What follows belongs to an exercise in optimizing a design on an open flow for small area and a short achievable clock period; a production flow would make more cautious choices.
Where RTL was checked, it was by simulation tests only, not by an equivalence proof against the original.

== tundra ==
==> flow/design.v (excerpt) <==
module nn_mac_engine #(
  parameter int unsigned DW      = 8,
  parameter int unsigned N_LANES = 4,
  parameter int unsigned ACC_W   = 24,
  parameter int unsigned LEN_W   = 8,
  parameter int unsigned SH_W    = 5
) (
  input  logic                    clk,
  input  logic                    rst,
  input  logic                    start,
  input  logic [LEN_W-1:0]        len,
  input  logic [SH_W-1:0]         shift,
  input  logic                    relu_en,
  input  logic [N_LANES*DW-1:0]   in_a,
  input  logic [N_LANES*DW-1:0]   in_b,
  input  logic                    in_valid,
  output logic                    in_ready,
  output logic [DW-1:0]           out_data,
  output logic                    out_valid,
  input  logic                    out_ready,
  output logic                    busy,
  output logic                    done
);
  localparam int unsigned SUM_W = 25;
  localparam int unsigned NOV   = SUM_W - 8;
  logic             agg;
  logic             beat;
  logic             last;
  logic [LEN_W-1:0] cnt;
  logic [SH_W-1:0]  sh;
  logic             relu;
  logic signed [SUM_W-1:0] acc;
  logic [SUM_W-1:0] acc_fb;
  logic [SUM_W-1:0] row_a, row_b;
  assign agg  = busy & ~in_ready & ~out_valid;
  assign beat = in_valid & in_ready;
  assign last = (cnt == LEN_W'(1));
  assign done = out_valid & out_ready;
  always_ff @(posedge clk or negedge rst) begin
    if (!rst) begin
      in_ready  <= 1'b0;
      out_valid <= 1'b0;
      busy      <= 1'b0;
    end else begin
      if (!busy) begin
        if (start) begin
          busy     <= 1'b1;
          in_ready <= (len != '0);
        end
      end else if (in_ready) begin
        if (beat && last) in_ready <= 1'b0;
      end else if (agg) begin
        out_valid <= 1'b1;
      end else if (out_ready) begin
        out_valid <= 1'b0;
        busy      <= 1'b0;
      end
    end
  end
  always_ff @(posedge clk) begin
    if (!busy) begin
      cnt  <= len;
      sh   <= shift;
      relu <= relu_en;
    end else if (beat) begin
      cnt <= cnt - LEN_W'(1);
    end
  end
  logic [N_LANES*DW-1:0] a_g;
  nn_gate #(.W(N_LANES*DW)) u_gate (.a(in_a), .en(beat), .y(a_g));
  wire pp_0_0_0 = a_g[0] & in_b[0];
  wire pp_0_0_1 = a_g[0] & in_b[1];
  ...
Size in the first run: about 1100 cells after synthesis, about 110 flip-flops, ~95 I/O pins, about 12000 sq um of cells after synthesis.
export LEC_CHECK = 0
export ABC_CLOCK_PERIOD_IN_PS = 4000
export CAP_MARGIN = 20
export CORE_MARGIN = 2
export CORE_UTILIZATION = 40
export PLACE_DENSITY = 0.6
export SETUP_SLACK_MARGIN = 3.5
export SLEW_MARGIN = 20
export SYNTH_HIERARCHICAL = 1
create_clock -name core_clock -period 7.5 [get_ports {clk}]
standard.sh (not shown) runs the stock make flow with config.mk's settings and CLKGATE_MAP_FILE= SYNTH_SCRIPT=/design/flow/synth_recipe.tcl, a recipe that flattens the netlist after the stock synthesis.
==> flow/flow/run.sh <==
#!/bin/bash
# Layout flow: the standard layout (standard.sh, unchanged synthesis), except that the
# buffers ORFS puts on the ports are the smallest plain buffer, buf_1, instead of the default
# delay-style buffer; the resizer may still size them up where timing needs it.
set -euo pipefail
bash standard.sh BUFFER_PORTS_ARGS="-buffer_cell sky130_fd_sc_hd__buf_1" finish > standard.log 2>&1
The inputs of yarrow differ from those of tundra as listed below.
--- a/flow/design.v
+++ b/flow/design.v
@@ -16,18 +16,17 @@
   input  logic                    in_valid,
   output logic                    in_ready,
   output logic [DW-1:0]           out_data,
   output logic                    out_valid,
   input  logic                    out_ready,
   output logic                    busy,
   output logic                    done
 );
-  localparam int unsigned SUM_W = 25;
-  localparam int unsigned NOV   = SUM_W - 8;
+  localparam int unsigned SUM_W = 26;
   logic             agg;
   logic             beat;
   logic             last;
   logic [LEN_W-1:0] cnt;
   logic [SH_W-1:0]  sh;
   logic             relu;
   logic signed [SUM_W-1:0] acc;
   logic [SUM_W-1:0] acc_fb;
@@ -838,16 +837,17 @@
   nn_fa1 u_ys511 (.a(acc_fb[17]), .b(yc508), .s(ys511), .co(yc512));
   wire yi513 = ~acc_fb[18];
   wire yi514 = ~acc_fb[19];
   wire yi515 = ~acc_fb[20];
   wire yi516 = ~acc_fb[21];
   wire yi517 = ~acc_fb[22];
   wire yi518 = ~acc_fb[23];
   wire yi519 = ~acc_fb[24];
+  wire yi520 = ~acc_fb[25];
   logic q0;
   logic q1;
   logic q2;
   logic q3;
   logic q4;
   logic q5;
   logic q6;
   logic q7;
@@ -975,37 +975,37 @@
       q61 <= xc382;
       q62 <= xc384;
       q63 <= xs391;
       q64 <= xc392;
       q65 <= xs393;
       q66 <= xc394;
   end
   assign acc_fb = acc;
-  assign row_a = {acc_fb[23], acc_fb[22], acc_fb[21], acc_fb[20], acc_fb[19], acc_fb[18], yi513, ys511, ys509, ys505, ys499, yc484, yc474, ys471, yc450, yc440, yc430, ys427, yc412, ys409, ys403, yc400, yc398, yc396, acc_fb[0]};
-  assign row_b = {yi519, yi518, yi517, yi516, yi515, yi514, yc512, yc510, yc506, yc500, yc492, ys491, ys483, ys473, ys461, ys449, ys439, ys429, ys419, ys411, ys405, ys401, ys399, ys397, ys395};
+  assign row_a = {acc_fb[24], acc_fb[23], acc_fb[22], acc_fb[21], acc_fb[20], acc_fb[19], acc_fb[18], yi513, ys511, ys509, ys505, ys499, yc484, yc474, ys471, yc450, yc440, yc430, ys427, yc412, ys409, ys403, yc400, yc398, yc396, acc_fb[0]};
+  assign row_b = {yi520, yi519, yi518, yi517, yi516, yi515, yi514, yc512, yc510, yc506, yc500, yc492, ys491, ys483, ys473, ys461, ys449, ys439, ys429, ys419, ys411, ys405, ys401, ys399, ys397, ys395};
   always_ff @(posedge clk) begin
     acc <= busy ? (row_a + row_b) : '0;
   end
   logic             sgn;
-  logic             ovf_p;         
-  logic             ovf_n;         
-  logic [NOV-1:0]   thr;           
+  logic             ovf;
+  logic [17:0]      dif;           
+  logic [17:0]      thr;           
   logic [3:0]       sh_hi, sh_md;  
   logic [37:0]      ext;           
   logic [13:0]      sel_hi;        
   logic [7:0]       sel_md;        
   logic [6:0]       low;           
   always_comb begin
     sgn = acc[SUM_W-1];
-    for (int k = 0; k < NOV; k++) begin
+    for (int k = 0; k < 18; k++) begin
+      dif[k] = acc[k + 7] ^ sgn;
       thr[k] = (sh <= SH_W'(k));
     end
-    ovf_p = |(acc[SUM_W-2:7] & thr);
-    ovf_n = |(~acc[SUM_W-2:7] & thr);
+    ovf = |(dif & thr);
     for (int m = 0; m < 4; m++) begin
       sh_hi[m] = (sh[4:3] == 2'(m));
       sh_md[m] = (sh[2:1] == 2'(m));
     end
     ext = {{(38 - SUM_W){sgn}}, acc};
     for (int y = 0; y < 14; y++) begin
       sel_hi[y] = (sh_hi[0] & ext[y]) | (sh_hi[1] & ext[y + 8]) |
                   (sh_hi[2] & ext[y + 16]) | (sh_hi[3] & ext[y + 24]);
@@ -1014,17 +1014,17 @@
       sel_md[z] = (sh_md[0] & sel_hi[z]) | (sh_md[1] & sel_hi[z + 2]) |
                   (sh_md[2] & sel_hi[z + 4]) | (sh_md[3] & sel_hi[z + 6]);
     end
     for (int i = 0; i < 7; i++) begin
       low[i] = sh[0] ? sel_md[i + 1] : sel_md[i];
     end
     out_data[7] = sgn & ~relu;
     for (int i = 0; i < 7; i++) begin
-      out_data[i] = sgn ? (~relu & ~ovf_n & low[i]) : (ovf_p | low[i]);
+      out_data[i] = ~(relu & sgn) & (ovf ? ~sgn : low[i]);
     end
   end
 endmodule
 module nn_fa (
   input  logic a,
   input  logic b,
   input  logic ci,
   output logic s,
--- outcome ---
- Per the comparison of yarrow with tundra, share of the final layout cell area in multi-input gates shrank by 0.81 points; maximum clock frequency decreased 1.5%.
- Diff tundra -> yarrow: fraction of final layout cells with drive strength greater than 1 rose by 2.8 points.
Function was not checked in any run of this note: the RTL went through the layout flow alone.

========
Setup of the reference run:
Another version of the RTL of nn_mac_engine (not shown whole).
Size: about 1100 cells after synthesis, about 110 flip-flops, ~95 I/O pins, about 0.011 mm² of cells after synthesis.
clock: 7.5 ns
lec_check: 0
abc_clock_period_in_ps: 4000
cap_margin: 20
core_margin: 2
core_utilization: 40
place_density: 0.6
setup_slack_margin: 3.5
slew_margin: 20
synth_hierarchical: 1
Scripts as last shown in full above: flow/flow/run.sh
The reference run ran to completion and came out clean on the timing, DRC and antenna checks.
--- input diff the reference run..the trial run ---
--- a/flow/design.v
+++ b/flow/design.v
@@ -1233,52 +1233,43 @@
   end
   assign acc_fb = acc;
   assign row_a = {acc_fb[23], acc_fb[22], acc_fb[21], acc_fb[20], acc_fb[19], acc_fb[18], yi513, ys511, ys509, ys505, ys499, yc484, yc474, ys471, yc450, yc440, ys437, yc422, ys419, ys413, yc410, yc408, yc406, yc404, acc_fb[0]};
   assign row_b = {yi519, yi518, yi517, yi516, yi515, yi514, yc512, yc510, yc506, yc500, yc492, ys491, ys483, ys473, ys461, ys449, ys439, ys429, ys421, ys415, ys411, ys409, ys407, ys405, ys403};
   always_ff @(posedge clk) begin
     if (!busy)  acc <= '0;
     else if (v) acc <= row_a + row_b;
   end
   logic             sgn;
   logic             ovf_p;         
   logic             ovf_n;         
   logic [NOV-1:0]   thr;           
-  logic [3:0]       sh_hi, sh_md;  
   logic [37:0]      ext;           
-  logic [13:0]      sel_hi;        
-  logic [7:0]       sel_md;        
+  logic [21:0]      s16;           
+  logic [13:0]      s8;            
+  logic [9:0]       s4;            
+  logic [7:0]       s2;            
   logic [6:0]       low;           
   always_comb begin
     sgn = acc[SUM_W-1];
     for (int k = 0; k < NOV; k++) begin
       thr[k] = (sh <= SH_W'(k));
     end
     ovf_p = |(acc[SUM_W-2:7] & thr);
     ovf_n = |(~acc[SUM_W-2:7] & thr);
-    for (int m = 0; m < 4; m++) begin
-      sh_hi[m] = (sh[4:3] == 2'(m));
-      sh_md[m] = (sh[2:1] == 2'(m));
-    end
     ext = {{(38 - SUM_W){sgn}}, acc};
-    for (int y = 0; y < 14; y++) begin
-      sel_hi[y] = (sh_hi[0] & ext[y]) | (sh_hi[1] & ext[y + 8]) |
-                  (sh_hi[2] & ext[y + 16]) | (sh_hi[3] & ext[y + 24]);
-    end
-    for (int z = 0; z < 8; z++) begin
-      sel_md[z] = (sh_md[0] & sel_hi[z]) | (sh_md[1] & sel_hi[z + 2]) |
-                  (sh_md[2] & sel_hi[z + 4]) | (sh_md[3] & sel_hi[z + 6]);
-    end
-    for (int i = 0; i < 7; i++) begin
-      low[i] = sh[0] ? sel_md[i + 1] : sel_md[i];
-    end
+    for (int x = 0; x < 22; x++) s16[x] = sh[4] ? ext[x + 16] : ext[x];
+    for (int x = 0; x < 14; x++) s8[x]  = sh[3] ? s16[x + 8] : s16[x];
+    for (int x = 0; x < 10; x++) s4[x]  = sh[2] ? s8[x + 4]  : s8[x];
+    for (int x = 0; x < 8; x++)  s2[x]  = sh[1] ? s4[x + 2]  : s4[x];
+    for (int x = 0; x < 7; x++)  low[x] = sh[0] ? s2[x + 1]  : s2[x];
     out_data[7] = sgn & ~relu;
     for (int i = 0; i < 7; i++) begin
       out_data[i] = sgn ? (~relu & ~ovf_n & low[i]) : (ovf_p | low[i]);
     end
   end
 endmodule
 module nn_fa (
   input  logic a,
   input  logic b,
   input  logic ci,
   output logic s,
   output logic co
- Setup slack: the trial run less than the reference run
- Compared to the reference run, the trial run has routed wire length 2.7% higher.
- The run showing the greater minimum clock period is the trial run.
- Number of cells upsized or downsized after cts was lower in the run labelled the reference run.
- Against the reference run, total length of routed met3 wires in the trial run fell by a little under 10%.
- Between the reference run and the trial run, area of the die is lower for the trial run, the reference run comes in above that.
- Area of the multi-input gates sits lower in the trial run than in the reference run.
- Going from the reference run to the trial run, number of cells in the finished layout apart from fillers grew slightly.
- Comparing the reference run against the trial run, there is no change at all in flip-flop and latch count after synthesis.
- Compared with the reference run, the trial run shows a post-synthesis cell area that is 170 µm² lower.
No functional check of the RTL was part of the trial run.

==> separate check: timing with driven ports <==
No port has a modelled driver above. Below, the same layouts with a new extraction and two added sets of constraints. Step 1 assumes that a clkbuf_16 drives the clock port and a buf_2 every other input. Step 2 adds t to the input delays and takes it off the output delays; t is the mean of the earliest and latest rising clock arrival at the registers after step 1. Input paths then give back, and output paths get back, about the clock's delay inside the block. Slacks: no drivers / after step 1 / after step 2; pairs: no drivers / after step 1.
| run | shift t [ns] | setup slack, ns | hold WS [ns] | worst register clock-pin slew, ns | pins driven straight from the clock port |
|---|---|---|---|---|---|
| tundra | 0.404 | 3.535 / 3.503 / 3.126 | 0.563 / 0.563 / 0.563 | 0.08 / 0.08 | 1 |
| yarrow | 0.404 | 3.473 / 3.471 / 3.066 | 0.550 / 0.550 / 0.550 | 0.09 / 0.09 | 1 |
| the reference run | 0.396 | 3.566 / 3.566 / 3.199 | 0.537 / 0.537 / 0.537 | 0.08 / 0.08 | 1 |
| the trial run | 0.397 | 3.311 / 3.311 / 3.199 | 0.548 / 0.548 / 0.548 | 0.08 / 0.08 | 1 |
After both steps setup and hold are still met in every run listed. For tundra, which loses most, drivers alone change the setup slack by -0.032 ns; drivers and shift together by -0.409 ns.
